Context: an optimization exercise on an open-source flow, tuned for a short achievable clock period. The choices shown serve that exercise and are no tape-out recipe.
Only simulation tests tie the RTL to the original design; equivalence was not proved.
Power figures rest on the tool's default switching activity, not on a simulated workload.

`flow/run.sh`:
```
#!/bin/bash
# synth_recipe.tcl (not shown) runs the flow's synth.tcl, then flattens the netlist and writes it again
# the make line also repeats each setting of config.mk as NAME=value (left out here)
make -C /OpenROAD-flow-scripts/flow DESIGN_CONFIG=/design/flow/config.mk WORK_HOME=/design/flow/orfs CLKGATE_MAP_FILE= SYNTH_SCRIPT=/design/flow/synth_recipe.tcl finish
```
`flow/config.mk`:
```
export PLATFORM = sky130hd
export DESIGN_NAME = cf_checker_top
export DESIGN_NICKNAME = cf_checker_top
export VERILOG_FILES = /design/flow/design.v
export SDC_FILE = /design/flow/constraint.sdc
export NUM_CORES = 4
export LEC_CHECK = 0
export CAP_MARGIN = 20
export CORE_MARGIN = 2
export CORE_UTILIZATION = 40
export SETUP_SLACK_MARGIN = 1.5
export SLEW_MARGIN = 20
```
`flow/constraint.sdc`:
```
create_clock -name core_clock -period 5.6 [get_ports {clk}]
set_input_delay 1.1200 -clock core_clock [delete_from_list [all_inputs] [get_ports {clk}]]
set_output_delay 1.1200 -clock core_clock [all_outputs]
set_load 0.01 [all_outputs]
```
`flow/design.v`:
```
`timescale 1ns/1ns
`default_nettype none
package cf_pkg;
   localparam int num_slots   = 2;
   localparam int instr_w     = 32;
   localparam int addr_w      = 32;
   localparam int reg_addr_w  = 5;
   localparam int queue_depth = 4;
   localparam int ptr_w       = 3;    
   localparam int wb_delay    = 2;    
   typedef logic [instr_w-1:0]    instr_t;
   typedef logic [addr_w-1:0]     addr_t;
   typedef logic [reg_addr_w-1:0] reg_addr_t;
   typedef logic [2:0]            isize_t;    
   typedef struct packed {
      instr_t instr;
      addr_t  pc;
      addr_t  next_pc;
      logic   next_pc_valid;    
      logic   taken;
      isize_t isize;
   } cf_entry_t;
   typedef struct packed {
      logic      check;
      reg_addr_t rd;
      addr_t     link;    
   } link_job_t;
   function automatic logic is_branch(input instr_t instr);
      is_branch = instr[6:0] == 7'b1100011;
   endfunction
   function automatic logic is_jal(input instr_t instr);
      is_jal = instr[6:0] == 7'b1101111;
   endfunction
   function automatic logic is_jalr(input instr_t instr);
      is_jalr = instr[6:0] == 7'b1100111;
   endfunction
   function automatic logic is_cf(input instr_t instr);
      is_cf = (instr[6:0] == 7'b1100011) || (instr[6:0] == 7'b1101111) ||
              (instr[6:0] == 7'b1100111);
   endfunction
   function automatic reg_addr_t get_rd(input instr_t instr);
      get_rd = instr[11:7];
   endfunction
   function automatic addr_t dest_offset(input addr_t  pc,
                                         input addr_t  dest,
                                         input instr_t instr,
                                         input logic   taken,
                                         input isize_t isize);
      addr_t offset;
      offset = dest - pc;
      if ((instr[6:0] == 7'b1100011) && !taken)
         offset = offset - addr_t'(isize);
      dest_offset = offset;
   endfunction
endpackage
`default_nettype wire
`timescale 1ns/1ns
`default_nettype none
module cf_commit_select (
   input  logic                 cf_enable,
   input  logic   [cf_pkg::num_slots:1] commit,
   input  cf_pkg::instr_t [cf_pkg::num_slots:1] slot_instr,
   input  cf_pkg::addr_t  [cf_pkg::num_slots:1] slot_pc,
   input  cf_pkg::isize_t [cf_pkg::num_slots:1] slot_isize,
   input  logic   [cf_pkg::num_slots:1] slot_taken,
   input  logic   [cf_pkg::num_slots:1] slot_is_dup,
   input  logic   [cf_pkg::num_slots:1] slot_received_kill,
   input  logic                 dut_branch_taken,
   output logic                 ev_push_orig,        
   output logic                 ev_save_dup,         
   output logic                 ev_any_commit,
   output cf_pkg::instr_t               ev_instr,
   output cf_pkg::addr_t                ev_pc,
   output cf_pkg::isize_t               ev_isize,
   output logic                 ev_taken,
   output cf_pkg::addr_t                ev_same_next_pc,     
   output logic                 ev_same_next_valid,
   output cf_pkg::addr_t                ev_first_pc          
);
   int   sel;       
   logic found;
   logic is_dup;
   always_comb begin
      sel   = 1;
      found = 1'b0;
      for (int i = cf_pkg::num_slots; i >= 1; i--) begin
         if (commit[i] && cf_pkg::is_cf(slot_instr[i])) begin
            sel   = i;
            found = 1'b1;
         end
      end
   end
   assign is_dup = slot_is_dup[sel];
   assign ev_any_commit = |commit;
   assign ev_push_orig  = cf_enable && found && !is_dup;
   assign ev_save_dup   = cf_enable && found && is_dup;
   assign ev_instr      = slot_instr[sel];
   assign ev_pc         = slot_pc[sel];
   assign ev_isize      = slot_isize[sel];
   assign ev_first_pc   = slot_pc[1];
   assign ev_taken = is_dup ? (dut_branch_taken || slot_received_kill[sel])
                            : slot_taken[sel];
   always_comb begin
      ev_same_next_valid = 1'b0;
      ev_same_next_pc    = '0;
      for (int i = 1; i < cf_pkg::num_slots; i++) begin
         if (found && sel == i && commit[i+1]) begin
            ev_same_next_valid = 1'b1;
            ev_same_next_pc    = slot_pc[i+1];
         end
      end
   end
endmodule
`default_nettype wire
`timescale 1ns/1ns
`default_nettype none
module cf_orig_queue (
   input  logic      clk,
   input  logic      reset_,
   input  logic      ev_push_orig,
   input  logic      ev_any_commit,
   input  cf_pkg::instr_t    ev_instr,
   input  cf_pkg::addr_t     ev_pc,
   input  cf_pkg::isize_t    ev_isize,
   input  logic      ev_taken,
   input  cf_pkg::addr_t     ev_same_next_pc,
   input  logic      ev_same_next_valid,
   input  cf_pkg::addr_t     ev_first_pc,
   input  logic      pop,
   output cf_pkg::cf_entry_t head,
   output logic      empty
);
   localparam int depth = cf_pkg::queue_depth;
   cf_pkg::instr_t           mem_instr         [0:depth-1];
   cf_pkg::addr_t            mem_pc            [0:depth-1];
   cf_pkg::addr_t            mem_next_pc       [0:depth-1];
   logic             mem_next_pc_valid [0:depth-1];
   logic             mem_taken         [0:depth-1];
   cf_pkg::isize_t           mem_isize         [0:depth-1];
   logic [cf_pkg::ptr_w-1:0] head_ptr;
   logic [cf_pkg::ptr_w-1:0] tail_ptr;
   logic [cf_pkg::ptr_w-1:0] newest_ptr;    
   logic             patch;
   assign empty      = head_ptr == tail_ptr;
   assign newest_ptr = tail_ptr - 1'b1;
   assign head.instr         = mem_instr[head_ptr[cf_pkg::ptr_w-2:0]];
   assign head.pc            = mem_pc[head_ptr[cf_pkg::ptr_w-2:0]];
   assign head.next_pc       = mem_next_pc[head_ptr[cf_pkg::ptr_w-2:0]];
   assign head.next_pc_valid = mem_next_pc_valid[head_ptr[cf_pkg::ptr_w-2:0]];
   assign head.taken         = mem_taken[head_ptr[cf_pkg::ptr_w-2:0]];
   assign head.isize         = mem_isize[head_ptr[cf_pkg::ptr_w-2:0]];
   assign patch = ev_any_commit && !empty &&
                  !mem_next_pc_valid[newest_ptr[cf_pkg::ptr_w-2:0]];
   always_ff @(posedge clk) begin
      for (int i = 0; i < cf_pkg::queue_depth; i++) begin
         if (ev_push_orig && tail_ptr[cf_pkg::ptr_w-2:0] == 2'(i)) begin
            mem_instr[i]         <= ev_instr;
            mem_pc[i]            <= ev_pc;
            mem_next_pc[i]       <= ev_same_next_pc;
            mem_next_pc_valid[i] <= ev_same_next_valid;
            mem_taken[i]         <= ev_taken;
            mem_isize[i]         <= ev_isize;
         end
         if (patch && newest_ptr[cf_pkg::ptr_w-2:0] == 2'(i)) begin    
            mem_next_pc[i]       <= ev_first_pc;
            mem_next_pc_valid[i] <= 1'b1;
         end
      end
   end
   always_ff @(posedge clk) begin
      if (!reset_) begin
         tail_ptr <= '0;
      end else if (ev_push_orig) begin
         tail_ptr <= tail_ptr + 1'b1;
      end
   end
   always_ff @(posedge clk) begin
      if (!reset_) begin
         head_ptr <= '0;
      end else if (pop) begin    
         head_ptr <= head_ptr + 1'b1;
      end
   end
endmodule
`default_nettype wire
`timescale 1ns/1ns
`default_nettype none
module cf_dup_fsm (
   input  logic      clk,
   input  logic      reset_,
   input  logic      ev_save_dup,
   input  logic      ev_any_commit,
   input  cf_pkg::instr_t    ev_instr,
   input  cf_pkg::addr_t     ev_pc,
   input  cf_pkg::isize_t    ev_isize,
   input  logic      ev_taken,
   input  cf_pkg::addr_t     ev_first_pc,
   input  cf_pkg::cf_entry_t head,
   input  logic      empty,
   output logic      pop,
   output logic      check_done,
   output logic      err_cf_dest,
   output logic      err_no_orig
);
   typedef enum logic {st_idle, st_held} state_t;
   state_t state;
   cf_pkg::instr_t dup_instr;
   cf_pkg::addr_t  dup_pc;
   cf_pkg::isize_t dup_isize;
   logic   dup_taken;
   logic   compare;
   logic   mismatch;
   cf_pkg::addr_t  orig_offset;
   cf_pkg::addr_t  dup_offset;
   assign compare = (state == st_held) && ev_any_commit;
   assign pop     = compare && !empty;
   assign orig_offset = cf_pkg::dest_offset(head.pc, head.next_pc, head.instr, head.taken,
                                    head.isize);
   assign dup_offset  = cf_pkg::dest_offset(dup_pc, ev_first_pc, dup_instr, dup_taken,
                                    dup_isize);
   assign mismatch = (orig_offset != dup_offset) ||
                     (head.instr != dup_instr) ||
                     (cf_pkg::is_branch(dup_instr) && (head.taken != dup_taken));
   always_ff @(posedge clk) begin
      if (!reset_) begin
         state <= st_idle;
      end else if (ev_save_dup) begin    
         state <= st_held;
      end else if (compare) begin
         state <= st_idle;
      end
   end
   always_ff @(posedge clk) begin
      if (ev_save_dup) begin
         dup_instr <= ev_instr;
         dup_pc    <= ev_pc;
         dup_isize <= ev_isize;
         dup_taken <= ev_taken;
      end
   end
   always_ff @(posedge clk) begin
      if (!reset_) begin
         check_done  <= 1'b0;
         err_cf_dest <= 1'b0;
         err_no_orig <= 1'b0;
      end else begin
         check_done  <= compare;
         err_cf_dest <= compare && !empty && mismatch;
         err_no_orig <= compare && empty;    
      end
   end
endmodule
`default_nettype wire
`timescale 1ns/1ns
`default_nettype none
module cf_link_timer (
   input  logic      clk,
   input  logic      reset_,
   input  logic      ev_push_orig,
   input  logic      ev_save_dup,
   input  cf_pkg::instr_t    ev_instr,
   input  cf_pkg::addr_t     ev_pc,
   input  cf_pkg::isize_t    ev_isize,
   input  logic      rf_write_en,
   input  cf_pkg::reg_addr_t rf_write_rd,
   input  cf_pkg::addr_t     rf_write_data,
   output logic      rf_lock,
   output logic      rf_unlock,
   output logic      err_link
);
   localparam int job_w = 1 + cf_pkg::reg_addr_w + cf_pkg::addr_w;    
   logic [cf_pkg::wb_delay-1:0][job_w-1:0] pipe;
   cf_pkg::link_job_t new_job;
   cf_pkg::link_job_t out_job;    
   cf_pkg::reg_addr_t new_rd;
   assign new_rd        = cf_pkg::get_rd(ev_instr);
   assign new_job.check = (ev_push_orig || ev_save_dup) &&
                          (cf_pkg::is_jal(ev_instr) || cf_pkg::is_jalr(ev_instr)) &&
                          (new_rd != '0);    
   assign new_job.rd    = new_rd;
   assign new_job.link  = ev_pc + cf_pkg::addr_t'(ev_isize);
   always_ff @(posedge clk) begin
      if (!reset_) begin
         for (int i = 0; i < cf_pkg::wb_delay; i++)
            pipe[i] <= '0;
      end else begin
         pipe[0] <= new_job;
         for (int i = 1; i < cf_pkg::wb_delay; i++)
            pipe[i] <= pipe[i-1];
      end
   end
   assign out_job = pipe[cf_pkg::wb_delay-1];
   assign rf_lock   = out_job.check && rf_write_en && (rf_write_rd != '0);
   assign rf_unlock = rf_write_en && !rf_lock;
   always_ff @(posedge clk) begin
      if (!reset_) begin
         err_link <= 1'b0;
      end else begin
         err_link <= out_job.check &&
                     (!rf_write_en || (rf_write_rd != out_job.rd) ||
                      (rf_write_data != out_job.link));
      end
   end
endmodule
`default_nettype wire
`timescale 1ns/1ns
`default_nettype none
module cf_checker_top (
   input  logic                 clk,
   input  logic                 reset_,
   input  logic                 cf_enable,
   input  logic   [cf_pkg::num_slots:1] commit,
   input  cf_pkg::instr_t [cf_pkg::num_slots:1] slot_instr,
   input  cf_pkg::addr_t  [cf_pkg::num_slots:1] slot_pc,
   input  cf_pkg::isize_t [cf_pkg::num_slots:1] slot_isize,
   input  logic   [cf_pkg::num_slots:1] slot_taken,           
   input  logic   [cf_pkg::num_slots:1] slot_is_dup,
   input  logic   [cf_pkg::num_slots:1] slot_received_kill,
   input  logic                 dut_branch_taken,
   input  logic                 rf_write_en,
   input  cf_pkg::reg_addr_t            rf_write_rd,
   input  cf_pkg::addr_t                rf_write_data,
   output logic                 rf_lock,
   output logic                 rf_unlock,
   output logic                 check_done,
   output logic                 err_cf_dest,
   output logic                 err_no_orig,
   output logic                 err_link
);
   cf_pkg::cf_entry_t queue_head;
   logic      queue_empty;
   logic      queue_pop;
   logic   ev_push_orig;
   logic   ev_save_dup;
   logic   ev_any_commit;
   cf_pkg::instr_t ev_instr;
   cf_pkg::addr_t  ev_pc;
   cf_pkg::isize_t ev_isize;
   logic   ev_taken;
   cf_pkg::addr_t  ev_same_next_pc;
   logic   ev_same_next_valid;
   cf_pkg::addr_t  ev_first_pc;
   cf_commit_select u_select (
      .cf_enable          (cf_enable),
      .commit             (commit),
      .slot_instr         (slot_instr),
      .slot_pc            (slot_pc),
      .slot_isize         (slot_isize),
      .slot_taken         (slot_taken),
      .slot_is_dup        (slot_is_dup),
      .slot_received_kill (slot_received_kill),
      .dut_branch_taken   (dut_branch_taken),
      .ev_push_orig       (ev_push_orig),
      .ev_save_dup        (ev_save_dup),
      .ev_any_commit      (ev_any_commit),
      .ev_instr           (ev_instr),
      .ev_pc              (ev_pc),
      .ev_isize           (ev_isize),
      .ev_taken           (ev_taken),
      .ev_same_next_pc    (ev_same_next_pc),
      .ev_same_next_valid (ev_same_next_valid),
      .ev_first_pc        (ev_first_pc)
   );
   cf_orig_queue u_queue (
      .clk    (clk),
      .reset_ (reset_),
      .ev_push_orig       (ev_push_orig),
      .ev_any_commit      (ev_any_commit),
      .ev_instr           (ev_instr),
      .ev_pc              (ev_pc),
      .ev_isize           (ev_isize),
      .ev_taken           (ev_taken),
      .ev_same_next_pc    (ev_same_next_pc),
      .ev_same_next_valid (ev_same_next_valid),
      .ev_first_pc        (ev_first_pc),
      .pop    (queue_pop),
      .head   (queue_head),
      .empty  (queue_empty)
   );
   cf_dup_fsm u_dup (
      .clk         (clk),
      .reset_      (reset_),
      .ev_save_dup   (ev_save_dup),
      .ev_any_commit (ev_any_commit),
      .ev_instr      (ev_instr),
      .ev_pc         (ev_pc),
      .ev_isize      (ev_isize),
      .ev_taken      (ev_taken),
      .ev_first_pc   (ev_first_pc),
      .head        (queue_head),
      .empty       (queue_empty),
      .pop         (queue_pop),
      .check_done  (check_done),
      .err_cf_dest (err_cf_dest),
      .err_no_orig (err_no_orig)
   );
   cf_link_timer u_link (
      .clk           (clk),
      .reset_        (reset_),
      .ev_push_orig  (ev_push_orig),
      .ev_save_dup   (ev_save_dup),
      .ev_instr      (ev_instr),
      .ev_pc         (ev_pc),
      .ev_isize      (ev_isize),
      .rf_write_en   (rf_write_en),
      .rf_write_rd   (rf_write_rd),
      .rf_write_data (rf_write_data),
      .rf_lock       (rf_lock),
      .rf_unlock     (rf_unlock),
      .err_link      (err_link)
   );
endmodule
`default_nettype wire
```
==> results.txt <==
## final cells by class
type | count | area [sq um] | share of cell area
well taps | 950 | 1189 | 0.03246
multi-input cells | 1839 | 12800 | 0.3495
flip-flops and latches | 559 | 15880 | 0.4337
clock inverters | 29 | 314.1 | 0.008576
inverters | 95 | 379.1 | 0.01035
repair buffers | 482 | 4400 | 0.1202
diodes | 1 | 2.502 | 0.00006833
clock buffers | 79 | 1653 | 0.04513
## worst register-to-register path, stage by stage (launching register included)
cell and delay (ns):
dfxtp_4 0.38, inv_4 0.05, ha_4 0.19, buf_6 0.15
buf_4 0.14, a222oi_1 0.29, nand2_1 0.08, o21ai_0 0.09
ha_1 0.34, o21a_1 0.23, a21boi_1 0.13, buf_4 0.19
o211a_1 0.32, nor3_1 0.18, buf_4 0.16, o2111ai_4 0.11
buf_4 0.19, buf_4 0.14, nor4_4 0.30, nand2b_1 0.14
xnor2_2 0.24, nor4bb_2 0.28, o21bai_1 0.11, a21oi_1 0.15
and4_4 0.25, a311oi_2 0.08
## state kept, by name, summed over array words and instances (netlist names), 3 cells and up
signal,cells
u_dup.dup_instr,32
u_dup.dup_isize,3
u_dup.dup_pc,32
u_link.pipe,76
u_queue.head_ptr,3
u_queue.mem_instr,128
u_queue.mem_isize,12
u_queue.mem_next_pc,128
u_queue.mem_next_pc_valid,4
u_queue.mem_pc,128
u_queue.mem_taken,4
u_queue.tail_ptr,3
## synthesized netlist by cell type, types with 6 or more instances
cell	count
a21oi_1	144
o211ai_1	15
o21a_1	19
a222oi_1	96
or2_2	12
nand2_1	302
nor3_1	37
and3_1	12
nand3_1	46
nor4b_1	7
nor4_1	30
dfxtp_1	91
and2_1	60
nor3b_1	10
a31oi_1	7
buf_2	7
mux2_2	45
a211oi_1	21
a21o_1	20
nor2b_1	19
mux2i_1	32
ha_1	81
inv_1	93
or3_1	11
o21ai_0	217
a211o_1	6
o21bai_1	6
xor2_1	111
and4_1	7
nor2_1	190
nand4_1	31
a22oi_1	6
buf_1	23
edfxtp_1	468
nand2b_1	12
xnor2_1	106
clkbuf_1	102
o31ai_1	7
a21boi_0	6
## per-stage QoR
| step | std cells | total power [W] | util |
|---|---|---|---|
| after floorplan | 2625 | 0.004988 | - |
| after global placement | 3870 | 0.005380 | 0.4728 |
| after global routing | 4033 | 0.009516 | 0.5122 |
| final | 4034 | 0.009247 | 0.5123 |
| after CTS | 4025 | 0.009273 | 0.5095 |
| after detailed placement | 3870 | 0.005388 | 0.4728 |
## logic make-up (layout without fill, tap and decap cells)
group / Yosys count / in the layout / share of synthesized area
AOI/OAI and AO/OA: 638 / 638 / 0.1475
xor gates and xnor gates: 222 / 222 / 0.06971
adders and majority gates: 86 / 86 / 0.03853
buffers and inverters: 228 / 685 / 0.03018
DFF: 559 / 559 / 0.5493
muxes: 77 / 77 / 0.02862
other: 0 / 1 / 0
and+or+nand+nor: 815 / 816 / 0.1362
## metal layers
| metal | part of all wire | up-vias | wire [um] | GRT usage |
|---|---|---|---|---|
| met2 | 0.48 | 879 | 44160 | 0.4083 |
| met3 | 0.066 | 139 | 6164 | 0.03453 |
| met1 | 0.43 | 11210 | 40310 | 0.3364 |
| li1 | - | 10630 | - | - |
| met5 | 0 | - | 0 | 0 |
| met4 | 0.025 | 0 | 2297 | 0.06405 |
## where the power goes
group	switching, W	total, W	leakage, nW	internal, W
registers	0.0000154	0.00454	4.99	0.00452
logic	0.000414	0.000791	7.45	0.000377
clock network	0.00166	0.00392	0.952	0.00226
total	0.00209	0.00925	13.4	0.00716
## worst max path at each step
| stage | end |
|---|---|
| 2_1_floorplan | u_dup.err_cf_dest$_SDFF_PN0_ |
| 3_3_place_gp | u_dup.err_cf_dest$_SDFF_PN0_ |
| 3_5_place_dp | u_dup.err_cf_dest$_SDFF_PN0_ |
| 4_1_cts | u_dup.err_cf_dest$_SDFF_PN0_ |
| 5_1_grt | u_dup.err_cf_dest$_SDFF_PN0_ |
| 6_report | u_dup.err_cf_dest$_SDFF_PN0_ |
## cells in the final DEF, fill, tap and decap left out, types with 41 or more instances in the layout
master             n
buf_4            265
mux2_2            41
edfxtp_1         468
nand2_1          300
xnor2_1           98
clkbuf_16         59
nand3_1           44
a222oi_1          96
xor2_1           111
o21ai_0          208
nor2_1           180
and2_1            55
ha_1              71
dfxtp_1           89
clkdlybuf4s50_1  171
inv_1             85
a21oi_1          135
## what timing repair did
action | 4_1_cts | 5_1_grt
resized for setup | 82 | 42
setup buffers | 46 | 8
endpoints found under the setup margin | 419 | 91
pin swaps | 60 | 36
gates cloned | 1 | 0
==> out/qor_table.md <==
| Item | Value |
|:---|:---|
| CTS H-tree lvls | 2 |
| Startpoint of the lowest-slack register-to-register path | u_queue.head_ptr[0]$_SDFFE_PN0P_ |
| Overall die width | 272.8 um |
| Maximum fanout along the worst path | 9 |
| Number of standard-cell rows in the floorplan | 98 |
| Overall track demand over capacity in global routing | 0.2454 |
| Final routed wire length divided by cell count | 23.04 um |
| Critical path required time | 6.08 ns |
| Die extent in y | 272.8 um |
| Worst min-delay path category | flip-flop to flip-flop |
| Initial standard-cell utilization of the core | 0.4043 |
| Post-synthesis instance area | 28900 sq um |
| Number of remaining DRC errors | 0 |
| Nets in the synthesized netlist | 2895 |
| RSZ-0062 raised after global routing | true |
| Count of different cell masters after synthesis | 92 |
| Cell type contributing the most total cell area after synthesis | edfxtp_1 |
| Max-cap check violation count | 0 |
| Aggregate negative setup slack | 0 ns |
| Worst Clk Skew | 0.04186 ns |
| Data arrival time at the worst-slack endpoint | 5.56 ns |
| Number of I/O port buffers | 189 |
| CP startpoint kind | flip-flop |
| Worst hold path cell count | 1 |
| Total Nets Final | 3304 |
| Routed vias | 22850 |
| Hold buffer count at CTS | 0 |
| Worst-path cell with the longest stage delay | dfxtp_4 |
| Part of the Yosys area used for sequential elements | 0.5493 |
| Worst-Skew Late Latency | 0.65 ns |
| Outcome | timing/DRC/antenna clean |
| Count of mapped cells out of synthesis | 2625 |
| Register clock-pin slew on the reported worst setup and hold paths | 0.07 ns |
| Worst reg-to-reg setup slack | 0.52 ns |
| Final critical-path required period | 5.079 ns |
| Antenna viol nets, final | 0 |
| Area after detailed placement | 33800 sq um |
| Placed wire-length estimate after detailed placement | 67920 um |
| Tightest Pin Transition | 1.122 ns |
| Number of failing hold endpoints at the final stage | 0 |
| Final Instance Area | 36620 sq um |
| Total power per unit cell area | 252.5 nW/um^2 |
| Final-report max-slew violation count | 0 |
| Via count of the first global-routing pass | 22680 |
| Crit-path leading delay family | compound AO/OA/AOI/OAI gates |
| Beginning of the critical path | u_queue.head_ptr[0]$_SDFFE_PN0P_ |
| Average via count per standard cell | 5.665 |
| Final weighted congestion of routability-driven global placement | 0.9984 |
| Peak supply drop | 246.1 uV |
| Fraction of final layout cells sized beyond drive strength 1 | 0.1865 |
| Wire length reported by the detailed router | 92930 um |
| Min-delay src | u_link.pipe[33]$_SDFF_PN0_ |
| Remaining global-route overflow | 0 |
| Worst setup timing slack at the placement stage | -0.3952 ns |
| Top post-synthesis cells by area | edfxtp_1, dfxtp_1, nand2_1 |
| Synthesis-to-layout area growth | 26.72% |
| Worst r2r dst | u_dup.err_cf_dest$_SDFF_PN0_ |
| Violation count after the first detailed-route iteration | 2491 |
| Full die area | 74410 sq um |
| Worst rel slew slack | 0.2522 |
| Async set or reset register ratio after synthesis | 0 |
| First-pass DRT Iterations | 9 |
| Endpoint kind of the worst setup timing path | flip-flop |
| Pin count of the biggest net entering global routing | 59 |
| Worst path most repeated cell | buf_4 |
| Total leakage power | 13.39 nW |
| # IOs | 190 |
| Delay of the slowest critical-path stage | 0.38 ns |
| Stages on the worst setup path | 25 |
| Global-route wire length before repair | 138600 um |
| Max frequency | 0.1969 GHz |
| Area share of the leading cell type in the synthesized netlist | 0.4863 |
| Clock tree from TritonCTS | yes |
| Fin Hold WS | 0.4283 ns |
| Number of synthesized flops with an enable pin | 468 |
| Final worst setup slack | 0.5211 ns |
| Clk sink count | 559 |
| Total buffers and inverters traversed by the critical path | 7 |
| Number of buffers created by CTS | 57 |
| Endpoint of the worst hold path | u_link.pipe[71]$_SDFF_PN0_ |
| Longest Clk Path Bufs | 3 |
| Part of the cycle the worst path needs | 0.9069 |
| Initial antenna violation count | 1 |
| Flip-flop and latch count after synthesis | 559 |
| Setup-violating endpoint count in the final report | 0 |
| Critical path start-end classification | flip-flop to flip-flop |
| Number of cells traversed by the worst register-to-register path | 25 |
| Filler cell count in the final layout | 6276 |
| Dominant register cell in the synthesized netlist | edfxtp_1 |
| Core area | 71490 sq um |
| Synthesis Warnings | 10 |
| Root cell of the clock tree | clkbuf_16 |
| Mean instance size in the synthesized netlist | 11.01 sq um |

[separate check: timing with driven ports]
In the flow no input, the clock included, has a driving cell. The finished layout below was timed again as built, in two steps.
Step 1 assumes that a clkbuf_16 drives the clock port and a buf_2 every other input.
Step 2 adds t to the input delays and takes it off the output delays; t is the mean of the earliest and latest rising clock arrival at the registers after step 1. Input paths then give back, and output paths get back, about the clock's delay inside the block.
a / b / c = ideal / step 1 / step 2; a / b = the first two.
shift t [ns]: 0.688
slack for setup (ns): 0.521 / 0.521 / -0.089
hold WS [ns]: 0.428 / 0.428 / 0.428
cell pins on the clock port's net: 1
Met with ideal ports but missed after step 2: setup timing in this run. The setup slack of this run moves by 0.000 ns with the drivers and by -0.610 ns with both steps.
